What follows belongs to an exercise in optimizing a design on an open flow for small area and a short achievable clock period; a production flow would make more cautious choices.
RTL that was checked went through simulation tests only; none was proved equivalent to the original.
No activity file was given, so power comes from the tool's default toggle rates.

==> 03-26: inputs <==
Design dma_iface_top, start of the top module:
module dma_iface_top (
   input  logic        pcie_clk,
   input  logic        rst_n,
   input  logic [1:0]  host_wr_if_sel,
   input  logic [3:0]  host_wr_mem_sel,
   input  logic [9:0]  host_wr_hi_addr,
   input  logic [31:0] host_wr_hi_data,
   input  logic [3:0]  host_wr_hi_mask,
   input  logic        host_wr_hi_en,
   input  logic [9:0]  host_wr_lo_addr,
   input  logic [31:0] host_wr_lo_data,
   input  logic [3:0]  host_wr_lo_mask,
   input  logic        host_wr_lo_en,
   input  logic [1:0]  host_rd_if_sel,
   input  logic [3:0]  host_rd_mem_sel,
   input  logic [9:0]  host_rd_addr_hi,
   input  logic        host_rd_en_hi,
   input  logic [9:0]  host_rd_addr_lo,
   input  logic        host_rd_en_lo,
   output logic [31:0] host_rd_data_hi,
   output logic [31:0] host_rd_data_lo,
   input  logic [2:0]  max_payload_size,
   input  logic [2:0]  max_read_req_size,
   output logic        iface_rdy,
   output logic [63:0] tx_dsc_mask,
   output logic [63:0] rx_dsc_mask,
   output logic [15:0] rx_byte_wait,
   input  logic [3:0]  dsc_rd_addr,
   input  logic        dsc_rd_en,
   output logic [63:0] dsc_rd_data,
   output logic        dsc_rd_valid,
   input  logic [3:0]  dsc_clr_addr,
   input  logic        dsc_clr_en
);
Settings: LEC_CHECK=0, CAP_MARGIN=20, CORE_MARGIN=2, CORE_UTILIZATION=60, CTS_CLUSTER_DIAMETER=60, CTS_CLUSTER_SIZE=24, PLACE_DENSITY=0.72, SETUP_SLACK_MARGIN=2.0, SLEW_MARGIN=20, SYNTH_HIERARCHICAL=1; clock period 4.0 ns.
standard.sh (not shown) runs the stock make flow with config.mk's settings and CLKGATE_MAP_FILE= SYNTH_SCRIPT=/design/flow/synth_recipe.tcl, a recipe that flattens the netlist after the stock synthesis.
==> flow/flow/run.sh <==
#!/bin/bash
# standard synthesis, then the standard layout with plain buffers on the ports
# and a clock tree without dummy balancing loads
set -euo pipefail
bash standard.sh synth > synth.log 2>&1
bash standard.sh "BUFFER_PORTS_ARGS=-buffer_cell sky130_fd_sc_hd__buf_2" \
   "CTS_ARGS=-sink_clustering_enable -repair_clock_nets -sink_clustering_size 24 -sink_clustering_max_diameter 60 -dont_use_dummy_load" \
   "REMOVE_ABC_BUFFERS=1" finish > layout.log 2>&1
==> inputs of 04-22, as changes to 03-26 <==
--- a/flow/design.v
+++ b/flow/design.v
@@ -268,23 +268,12 @@
          end
       end
    end
    logic [15:0] rd_sel;
    logic [63:0] rd_next;
-   logic [3:0]  rd_a_n;
-   logic        rd_en_n;
-   logic [15:0] rd_hit_n;
-   iface_nor #(.N(1)) u_rd_a_n [3:0] (.a (dsc_rd_addr), .y (rd_a_n));
-   iface_nor #(.N(1)) u_rd_en_n (.a (dsc_rd_en), .y (rd_en_n));
-   for (genvar e = 0; e < 16; e++) begin : g_rd_sel
-      iface_nand #(.N(4)) u_hit (
-         .a ({e[3] ? dsc_rd_addr[3] : rd_a_n[3], e[2] ? dsc_rd_addr[2] : rd_a_n[2],
-              e[1] ? dsc_rd_addr[1] : rd_a_n[1], e[0] ? dsc_rd_addr[0] : rd_a_n[0]}),
-         .y (rd_hit_n[e]));
-      iface_nor #(.N(2)) u_sel (.a ({rd_hit_n[e], rd_en_n}), .y (rd_sel[e]));
-   end
    always_comb begin
+      for (int e = 0; e < 16; e++) rd_sel[e] = dsc_rd_en && (dsc_rd_addr == 4'(e));
       rd_next = dsc_rd_data & {64{!dsc_rd_en}};
       for (int e = 0; e < 16; e++) rd_next = rd_next | (mem[e] & {64{rd_sel[e]}});
    end
    always_ff @(posedge pcie_clk) begin
       dsc_rd_data <= rd_next;
==> flow/flow/run.sh (replaced) <==
#!/bin/bash
# standard synthesis, then the standard layout with plain buffers on the ports
set -euo pipefail
bash standard.sh synth > synth.log 2>&1
bash standard.sh "BUFFER_PORTS_ARGS=-buffer_cell sky130_fd_sc_hd__buf_2" finish > layout.log 2>&1
CORE_UTILIZATION = 50   (was 60)
PLACE_DENSITY = 0.65   (was 0.72)
SETUP_SLACK_MARGIN = 1.9   (was 2.0)
SLEW_MARGIN = 50   (was 20)
==> summary of the runs <==
- 03-26 ran to the end with no violations. 04-22 went through all stages and came out clean.
- Between 03-26 and 04-22, the lower register-to-register slack is in 03-26 (gap 0.06 ns).
- Of 04-22 and 03-26, 04-22 has the higher combinational power (gap about 8%, measured against 03-26).
- Between 03-26 and 04-22, the lower final cell count is in 03-26 (gap about 10%, measured against 04-22).
- In sequential power, 03-26 and 04-22 hardly differ.
- In 04-22 the die area is higher than in 03-26, by 21%.
- Against 04-22, the total power of 03-26 is lower by 6.3%.
==> figures <==
| item | 04-22 | 03-26 |
|---|---|---|
| Outcome | no timing/DRC/antenna violations | no timing/DRC/antenna violations |
| Number of buffer and inverter stages on the critical path | 1 | 2 |
| Proportion of cell area occupied by multi-input gates | 21.1% | 19.6% |
| DIE WIDTH | 315 um | 286 um |
| Initial core utilization | 50.2% | 60.6% |
| Non-clock inverters | 27 | 26 |
| Critical Path Source | host_rd_addr_lo[5] | host_wr_hi_addr[7] |
| Wire length on met3 | 17300 um | 20800 um |
| Share of the synthesized area in the top cell type | 63.5% | 64.3% |
| Sequential element share of the synthesized area | 76.0% | 77.0% |
| Cells on worst reg2reg path | 5 | 4 |
| Xor/xnor share of the synthesized area | 0.0542% | 0.0550% |
| Number of distinct library cell variants in the gate-level netlist after synthesis | 58 | 57 |
The RTL of 04-22 was laid out without a check of its function.


==> inputs of run P <==
dma_iface_top, a different RTL version from the one above (not shown whole).
## dma_iface_top
module dma_iface_top (
   input  logic        pcie_clk,
   input  logic        rst_n,
   input  logic [1:0]  host_wr_if_sel,
   input  logic [3:0]  host_wr_mem_sel,
   input  logic [9:0]  host_wr_hi_addr,
   input  logic [31:0] host_wr_hi_data,
   input  logic [3:0]  host_wr_hi_mask,
   input  logic        host_wr_hi_en,
   input  logic [9:0]  host_wr_lo_addr,
   input  logic [31:0] host_wr_lo_data,
   input  logic [3:0]  host_wr_lo_mask,
   input  logic        host_wr_lo_en,
   input  logic [1:0]  host_rd_if_sel,
   input  logic [3:0]  host_rd_mem_sel,
   input  logic [9:0]  host_rd_addr_hi,
   input  logic        host_rd_en_hi,
   input  logic [9:0]  host_rd_addr_lo,
   input  logic        host_rd_en_lo,
   output logic [31:0] host_rd_data_hi,
   output logic [31:0] host_rd_data_lo,
   input  logic [2:0]  max_payload_size,
   input  logic [2:0]  max_read_req_size,
   output logic        iface_rdy,
   output logic [63:0] tx_dsc_mask,
   output logic [63:0] rx_dsc_mask,
   output logic [15:0] rx_byte_wait,
   input  logic [3:0]  dsc_rd_addr,
   input  logic        dsc_rd_en,
   output logic [63:0] dsc_rd_data,
   output logic        dsc_rd_valid,
   input  logic [3:0]  dsc_clr_addr,
   input  logic        dsc_clr_en
);
   localparam logic [31:0] NO_DATA = 32'hdeadbeef;
   logic [3:0] rst_cnt;
   logic       soft_reset;
   logic       restart;
   logic       rdy_o, rdy_w, rdy_c;
   assign restart = !rst_n || soft_reset;
   always_ff @(posedge pcie_clk) begin
      if (restart) begin
         rst_cnt <= 4'd0;
      end else if (!rdy_c) begin
         rst_cnt <= rst_cnt + 4'd1;
      end
   end
   always_ff @(posedge pcie_clk) begin
      rdy_o <= !restart && (rdy_o || rst_cnt == 4'hf);
      rdy_w <= !restart && (rdy_w || rst_cnt == 4'hf);
      rdy_c <= !restart && (rdy_c || rst_cnt == 4'hf);
   end
   assign iface_rdy = rdy_o;
   logic wr_ok, wr_cfg, wr_dsc, rd_cfg;
   assign wr_ok  = rdy_w && (host_wr_if_sel == 2'd0);
   assign wr_cfg = wr_ok && (host_wr_mem_sel == 4'd0);
   assign wr_dsc = wr_ok && (host_wr_mem_sel == 4'd1);
   assign rd_cfg = (host_rd_if_sel == 2'd0) && (host_rd_mem_sel == 4'd0);
   logic cfg_hi_en, cfg_lo_en;
   assign cfg_hi_en = wr_cfg && host_wr_hi_en;
   assign cfg_lo_en = wr_cfg && host_wr_lo_en;
   logic [1:0] cfg_hi_hit, cfg_lo_hit;
   logic [3:0] tx_hi_ld, tx_lo_ld, rx_hi_ld, rx_lo_ld;
  ...
Settings: LEC_CHECK=0, CAP_MARGIN=20, CORE_MARGIN=2, CORE_UTILIZATION=50, CTS_CLUSTER_DIAMETER=60, CTS_CLUSTER_SIZE=24, PLACE_DENSITY=0.65, SETUP_SLACK_MARGIN=2.05, SLEW_MARGIN=20, SYNTH_HIERARCHICAL=1; clock period 4.0 ns.
==> flow/flow/run.sh <==
#!/bin/bash
# standard synthesis, then the standard layout with plain buffers on the ports
set -euo pipefail
bash standard.sh synth > synth.log 2>&1
bash standard.sh "BUFFER_PORTS_ARGS=-buffer_cell sky130_fd_sc_hd__buf_2" finish > layout.log 2>&1
==> run E: changes against run P <==
--- a/flow/design.v
+++ b/flow/design.v
@@ -245,31 +245,26 @@
             if (lo_we[4*e+b]) mem[e][8*b +: 8]    <= host_wr_lo_data[8*b +: 8];
          end
       end
    end
    logic [15:0] rd_sel;
-   logic        rd_hold;
    logic [63:0] rd_next;
-   always_comb begin
-      for (int e = 0; e < 16; e++) rd_sel[e] = dsc_rd_en && (dsc_rd_addr == 4'(e));
+   logic [3:0]  rd_a_n;
+   logic        rd_en_n;
+   logic [15:0] rd_hit_n;
+   iface_nor #(.N(1)) u_rd_a_n [3:0] (.a (dsc_rd_addr), .y (rd_a_n));
+   iface_nor #(.N(1)) u_rd_en_n (.a (dsc_rd_en), .y (rd_en_n));
+   for (genvar e = 0; e < 16; e++) begin : g_rd_sel
+      iface_nand #(.N(4)) u_hit (
+         .a ({e[3] ? dsc_rd_addr[3] : rd_a_n[3], e[2] ? dsc_rd_addr[2] : rd_a_n[2],
+              e[1] ? dsc_rd_addr[1] : rd_a_n[1], e[0] ? dsc_rd_addr[0] : rd_a_n[0]}),
+         .y (rd_hit_n[e]));
+      iface_nor #(.N(2)) u_sel (.a ({rd_hit_n[e], rd_en_n}), .y (rd_sel[e]));
    end
-   assign rd_hold = !dsc_rd_en;
-   for (genvar i = 0; i < 64; i++) begin : g_rd_bit
-      logic [5:0] part_n;
-      logic [1:0] half;
-      for (genvar k = 0; k < 5; k++) begin : g_part
-         iface_aoi222 u_part (
-            .a1 (rd_sel[3*k]),   .a2 (mem[3*k][i]),
-            .b1 (rd_sel[3*k+1]), .b2 (mem[3*k+1][i]),
-            .c1 (rd_sel[3*k+2]), .c2 (mem[3*k+2][i]),
-            .y  (part_n[k]));
-      end
-      iface_aoi22 u_last (.a1 (rd_sel[15]), .a2 (mem[15][i]),
-                          .b1 (rd_hold), .b2 (dsc_rd_data[i]), .y (part_n[5]));
-      iface_nand #(.N(3)) u_half0 (.a (part_n[2:0]), .y (half[0]));
-      iface_nand #(.N(3)) u_half1 (.a (part_n[5:3]), .y (half[1]));
-      assign rd_next[i] = half[0] | half[1];
+   always_comb begin
+      rd_next = dsc_rd_data & {64{!dsc_rd_en}};
+      for (int e = 0; e < 16; e++) rd_next = rd_next | (mem[e] & {64{rd_sel[e]}});
    end
    always_ff @(posedge pcie_clk) begin
       dsc_rd_data <= rd_next;
    end
    logic [15:0] valid;
@@ -303,30 +298,10 @@
    input  logic b2,
    output logic y
 );
    assign y = (a1 & a2) | (b1 & b2);
 endmodule
-module iface_aoi222 (
-   input  logic a1,
-   input  logic a2,
-   input  logic b1,
-   input  logic b2,
-   input  logic c1,
-   input  logic c2,
-   output logic y
-);
-   assign y = !((a1 & a2) | (b1 & b2) | (c1 & c2));
-endmodule
-module iface_aoi22 (
-   input  logic a1,
-   input  logic a2,
-   input  logic b1,
-   input  logic b2,
-   output logic y
-);
-   assign y = !((a1 & a2) | (b1 & b2));
-endmodule
 module iface_nor #(
    parameter int N = 2
 ) (
    input  logic [N-1:0] a,
    output logic         y
==> flow/flow/run.sh (replaced) <==
#!/bin/bash
# standard synthesis, then the standard layout with plain buffers on the ports
# and a clock tree without dummy balancing loads
set -euo pipefail
bash standard.sh synth > synth.log 2>&1
bash standard.sh "BUFFER_PORTS_ARGS=-buffer_cell sky130_fd_sc_hd__buf_2" \
   "CTS_ARGS=-sink_clustering_enable -repair_clock_nets -sink_clustering_size 24 -sink_clustering_max_diameter 60 -dont_use_dummy_load" \
   "REMOVE_ABC_BUFFERS=1" finish > layout.log 2>&1
SETUP_SLACK_MARGIN = 1.9   (was 2.05)
==> qor summary <==
item	run E	run P
Run status	finished clean	finished clean
Area of the multi-input gates	0.0108 mm^2	0.0117 mm^2
Iteration-0 DRC Markers	4,049	5,189
Part of the power in registers	0.623	0.555
Register area	0.0368 mm^2	0.0373 mm^2
Post-synthesis sequential area ratio	0.772	0.783
Largest clock skew in the final design	0.0572 ns	0.0380 ns
Met2 Wirelength	74.0 mm	74.7 mm
Core Footprint	0.0947 mm^2	0.0933 mm^2
Cts bufs inserted	86	96
Buffers plus inverters on the worst setup path	3	4
Power drawn by the clock network	8.01 mW	10.5 mW
Overall die area	0.0978 mm^2	0.0965 mm^2
Static leakage	19.0 nW	21.3 nW
Clock transition at path regs	0.08 ns	0.09 ns
Core occupancy in the finished layout	0.587	0.666
Worst rel slew slack	0.314	0.311
No functional check of the RTL was part of run P.

-- re-timing with driven ports --
No port has a modelled driver above. Below, the same layouts with a new extraction and two added sets of constraints.
Step 1, drivers: a clkbuf_16 drives pcie_clk and a buf_2 each remaining input, both assumed.
Step 2 adds t to the input delays and takes it off the output delays; t is the mean of the earliest and latest rising clock arrival at the registers after step 1. Input paths then give back, and output paths get back, about the clock's delay inside the block.
Three values: ideal ports, drivers, drivers and shift; two values: the first two.
| run | t (ns) | setup WS [ns] | hold WS [ns] | worst data-port slew with drivers (ns) |
|---|---|---|---|---|
| 03-26 | 0.706 | 1.917 / 1.925 / 1.245 | 0.247 / 0.210 / 0.445 | 0.10 |
| 04-22 | 0.723 | 1.828 / 1.836 / 1.113 | 0.227 / 0.182 / 0.448 | 0.14 |
| run P | 0.747 | 1.788 / 1.820 / 1.073 | 0.224 / 0.174 / 0.466 | 0.11 |
| run E | 0.709 | 1.807 / 1.831 / 1.123 | 0.239 / 0.195 / 0.452 | 0.10 |
After both steps setup and hold are still met in every run listed.
